Background: an optimization exercise with open tools, aiming at small area, a short achievable clock period and few clock cycles per item. Do not read the settings as production practice. Where RTL was checked, it was by simulation tests only, not by an equivalence proof against the original. Power is estimated from default activity; no workload was simulated.

==> inputs of 05-12 <==
==> flow/design.v (excerpt) <==
module file_transfer_sector_splitter
#(
    parameter int SECTOR_BYTES      = FTSS_SECTOR_BYTES,
    parameter int FILE_SECTOR_LIMIT = FTSS_FILE_SECTOR_LIMIT
) (
    input  logic                aclk,
    input  logic                aresetn,
    input  logic                psel,
    input  logic                penable,
    input  logic                pwrite,
    input  logic [ADDR_W-1:0]   paddr,
    input  logic [31:0]         pwdata,
    output logic [31:0]         prdata,
    output logic                pready,
    input  logic                s_valid,
    output logic                s_ready,
    input  logic                s_req_type,
    input  logic [FILE_W-1:0]   s_file_index,
    input  logic signed [31:0]  s_position,
    input  logic [31:0]         s_transfer_length,
    output logic                m_valid,
    input  logic                m_ready,
    output logic [STATUS_W-1:0] m_status,
    output logic [31:0]         m_physical_sector,
    output logic [OFFSET_W-1:0] m_sector_offset,
    output logic [COUNT_W-1:0]  m_chunk_bytes,
    output logic                m_last
);
export LEC_CHECK = 0
export ABC_AREA = 1
export CAP_MARGIN = 20
export CORE_MARGIN = 2
export CORE_UTILIZATION = 40
export SLEW_MARGIN = 20
create_clock -name core_clock -period 5.5 [get_ports {aclk}]
standard.sh (not shown) runs the stock make flow with config.mk's settings and CLKGATE_MAP_FILE= SYNTH_SCRIPT=/design/flow/synth_recipe.tcl, a recipe that flattens the netlist after the stock synthesis.
==> flow/flow/run.sh <==
#!/bin/bash
# The standard layout (standard.sh), with Yosys's adder-cell mapping turned off
# (ABC maps adders and comparators as plain logic) and the port buffers made as
# sky130_fd_sc_hd__buf_1 cells. Registers are those of the standard synthesis.
set -euo pipefail
bash standard.sh ADDER_MAP_FILE= "BUFFER_PORTS_ARGS=-buffer_cell sky130_fd_sc_hd__buf_1" finish > make_finish.log 2>&1
==> inputs of 06-09, as changes to 05-12 <==
==> flow/flow/run.sh (replaced) <==
#!/bin/bash
# The standard layout (standard.sh, standard synthesis), with the port buffers
# made as sky130_fd_sc_hd__buf_1 cells.
set -euo pipefail
bash standard.sh "BUFFER_PORTS_ARGS=-buffer_cell sky130_fd_sc_hd__buf_1" finish > make_finish.log 2>&1
ABC_AREA = default   (was 1)
==> inputs of 03-26, as changes to 05-12 <==
--- a/flow/design.v
+++ b/flow/design.v
@@ -158,29 +158,32 @@
         end
     end
     logic                o_valid;
     logic [STATUS_W-1:0] o_status;
     logic [21:0]         o_sector;
-    logic [13:0]         o_pos;      
-    logic [4:0]          o_ke;       
-    logic [9:0]          o_lb;       
-    logic                o_more;     
-    logic                o_last;
-    logic [9:0]          o_top;
-    always_comb begin
-        o_last = !o_more;
-        o_top  = o_last ? o_lb : 10'd512;
+    logic [8:0]          o_offset;
+    logic [9:0]          o_bytes;
+    logic [4:0]          o_cnt;      
+    logic [8:0]          o_lb;       
+    logic [4:0]          ld_ke, ld_k0, ld_cnt;
+    logic [9:0]          ld_bytes;
+    always_comb begin
+        ld_ke     = 5'(r_end[14:9] - {5'd0, r_end[8:0] == 9'd0});
+        ld_k0     = r_pos[13:9];
+        ld_cnt    = ld_ke - ld_k0;
+        ld_bytes  = (ld_ke == ld_k0) ? 10'(r_end - {1'b0, r_pos})
+                                     : 10'd512 - {1'b0, r_pos[8:0]};
     end
     logic                sx_step;
     logic [21:0]         sx_x;
     logic [22:0]         sx_da, sx_db;
     logic                sx_a_ge, sx_b_ge, sx_a_m1, sx_b_m1, sx_a_m2, sx_b_m2;
     logic                sx_g1, sx_g2, sx_e1, sx_f;
     logic [1:0]          sx_inc;
     logic [21:0]         sx_sector;
     always_comb begin
-        sx_step = o_more;
+        sx_step = o_valid && (o_cnt != 5'd0);
         sx_x    = sx_step ? o_sector : {1'b0, r_s0};
         sx_da   = {1'b0, sx_x} - {1'b0, main_reg[21:0]};
         sx_db   = {1'b0, sx_x} - {1'b0, backup_reg[21:0]};
         sx_a_ge = !a_big && !sx_da[22];
         sx_b_ge = !b_big && !sx_db[22];
@@ -197,46 +200,44 @@
         else
             sx_inc = {sx_g1 && sx_g2, sx_g1 ^ sx_g2};
         sx_sector = sx_x + {20'd0, sx_inc};
     end
     logic o_done, o_step;
-    assign o_done = o_valid && m_ready && o_last;
+    assign o_done = o_valid && m_ready && (o_cnt == 5'd0);
     assign o_take = !o_valid || o_done;
-    assign o_step = o_valid && m_ready && !o_last;
+    assign o_step = o_valid && m_ready && (o_cnt != 5'd0);
     always_ff @(posedge aclk) begin
         if (!aresetn) begin
             o_valid <= 1'b0;
-            o_more  <= 1'b0;
         end else if (o_take) begin
             o_valid <= r_valid;
-            o_more  <= r_valid && (r_status == ST_CHUNK)
-                    && (5'(r_end[14:9] - {5'd0, r_end[8:0] == 9'd0}) != r_pos[13:9]);
-        end else if (o_step) begin
-            o_more  <= (o_ke != o_pos[13:9] + 5'd1);
         end
     end
     always_ff @(posedge aclk) begin
         if (o_take && r_valid) begin
             o_status <= r_status;
             if (r_status == ST_CHUNK) begin
                 o_sector <= sx_sector;
-                o_pos    <= r_pos;
-                o_ke     <= 5'(r_end[14:9] - {5'd0, r_end[8:0] == 9'd0});
-                o_lb     <= {r_end[8:0] == 9'd0, r_end[8:0]};
+                o_offset <= r_pos[8:0];
+                o_bytes  <= ld_bytes;
+                o_cnt    <= ld_cnt;
+                o_lb     <= r_end[8:0];
             end else begin
                 o_sector <= '0;
-                o_pos    <= '0;
-                o_ke     <= '0;
-                o_lb     <= '0;
+                o_offset <= '0;
+                o_bytes  <= '0;
+                o_cnt    <= '0;
             end
         end else if (o_step) begin
             o_sector <= sx_sector;
-            o_pos    <= {o_pos[13:9] + 5'd1, 9'd0};
+            o_offset <= '0;
+            o_bytes  <= (o_cnt == 5'd1) ? {o_lb == 9'd0, o_lb} : 10'd512;
+            o_cnt    <= o_cnt - 5'd1;
         end
     end
     assign m_valid           = o_valid;
     assign m_status          = o_status;
     assign m_physical_sector = {10'd0, o_sector};
-    assign m_sector_offset   = o_pos[8:0];
-    assign m_chunk_bytes     = o_top - {1'b0, o_pos[8:0]};
-    assign m_last            = o_last;
+    assign m_sector_offset   = o_offset;
+    assign m_chunk_bytes     = o_bytes;
+    assign m_last            = (o_cnt == 5'd0);
 endmodule
==> flow/run.sh (new file) <==
#!/bin/bash
# synth_recipe.tcl (not shown) runs the flow's synth.tcl, then flattens the netlist and writes it again
# the make line also repeats each setting of config.mk as NAME=value (left out here)
make -C /OpenROAD-flow-scripts/flow DESIGN_CONFIG=/design/flow/config.mk WORK_HOME=/design/flow/orfs CLKGATE_MAP_FILE= SYNTH_SCRIPT=/design/flow/synth_recipe.tcl finish
ABC_AREA = default   (was 1)
removed: flow/flow/run.sh
removed: flow/standard.sh
==> run notes <==
quantity	06-09	05-12	03-26
Combinational Power Share	36.1%	35.4%	46.1%
Vias in the first global route	13744	16910	14247
Drt initial violations	736	1353	967
Critical path fanouts, max	7	36	5
Final sum of negative setup slack	-0.0914 ns	0 ns	-8.81 ns
Buf+Inv Stages, Crit Path	4	2	4
Fraction of standard cell area that is sequential	24.1%	25.4%	22.1%
Commonest non-fill, non-tap cell in the layout	-	sky130_fd_sc_hd__nand2_1	sky130_fd_sc_hd__buf_4
Worst min-delay path startpoint	r_status[0]	r_status[0]	r_status[2]
Status	failed layout checks	finished clean	failed layout checks
Layout check failures	negative setup slack	-	negative setup slack
Critical path's slowest cell	sky130_fd_sc_hd__fa_1	sky130_fd_sc_hd__inv_2	sky130_fd_sc_hd__or4_4
Layout Skew	0.0127 ns	0.0169 ns	0.0166 ns
Power dissipated in combinational cells	1.56 mW	1.61 mW	2.53 mW
Worst setup endpoint	o_sector[18]	o_sector[16]	o_sector[16]
Routing usage on met3	2.84%	3.84%	2.88%
Insertion delay to the later sink of the worst-skew pair	0.46 ns	0.46 ns	0.45 ns
CP required	5.68 ns	5.71 ns	5.70 ns
DR pass1 iterations	5	6	5
Filler instances	3694	4422	3685
Post-synthesis share of cell area spent on full adders, half adders and majority gates	16.6%	0%	17.0%
Total power	4.32 mW	4.54 mW	5.48 mW
Wire length per cell	17.4 um	15.9 um	18.0 um
Worst path setup slack after routing	-0.0671 ns	0.759 ns	-0.525 ns
Testbench counts of 05-12, summed over its fixed seeds: cycles 49,244, requests 12,000.
Testbench counts of 06-09, summed over its fixed seeds: cycles 49,244, requests 12,000.
Only the layout flow was run in 03-26; the RTL was not checked for function there.

separate check: timing with driven ports:
Ports are ideal in the flow. The routed layouts listed here were re-timed in OpenROAD. Step 1 (the two cells are an assumption about what drives the block):
set clk [get_ports {aclk}]
set_driving_cell -lib_cell sky130_fd_sc_hd__clkbuf_16 $clk
set_driving_cell -lib_cell sky130_fd_sc_hd__buf_2 [delete_from_list [all_inputs] $clk]
Step 2 adds t to the input delays and takes it off the output delays; t is the mean of the earliest and latest rising clock arrival at the registers after step 1. Input paths then give back, and output paths get back, about the clock's delay inside the block. Three values: ideal, step 1, step 2; two values: the first two.
| run | t (ns) | setup slack, ns | worst setup path after step 2 | slew at the worst register clock pin (ns) | worst data-port slew with drivers (ns) |
|---|---|---|---|---|---|
| 05-12 | 0.504 | 0.759 / 0.759 / 0.759 | register to register | 0.08 / 0.08 | 0.07 |
| 06-09 | 0.504 | -0.067 / -0.067 / -0.067 | register to register | 0.08 / 0.08 | 0.07 |
| 03-26 | 0.490 | -0.525 / -0.525 / -0.525 | register to register | 0.08 / 0.08 | 0.07 |
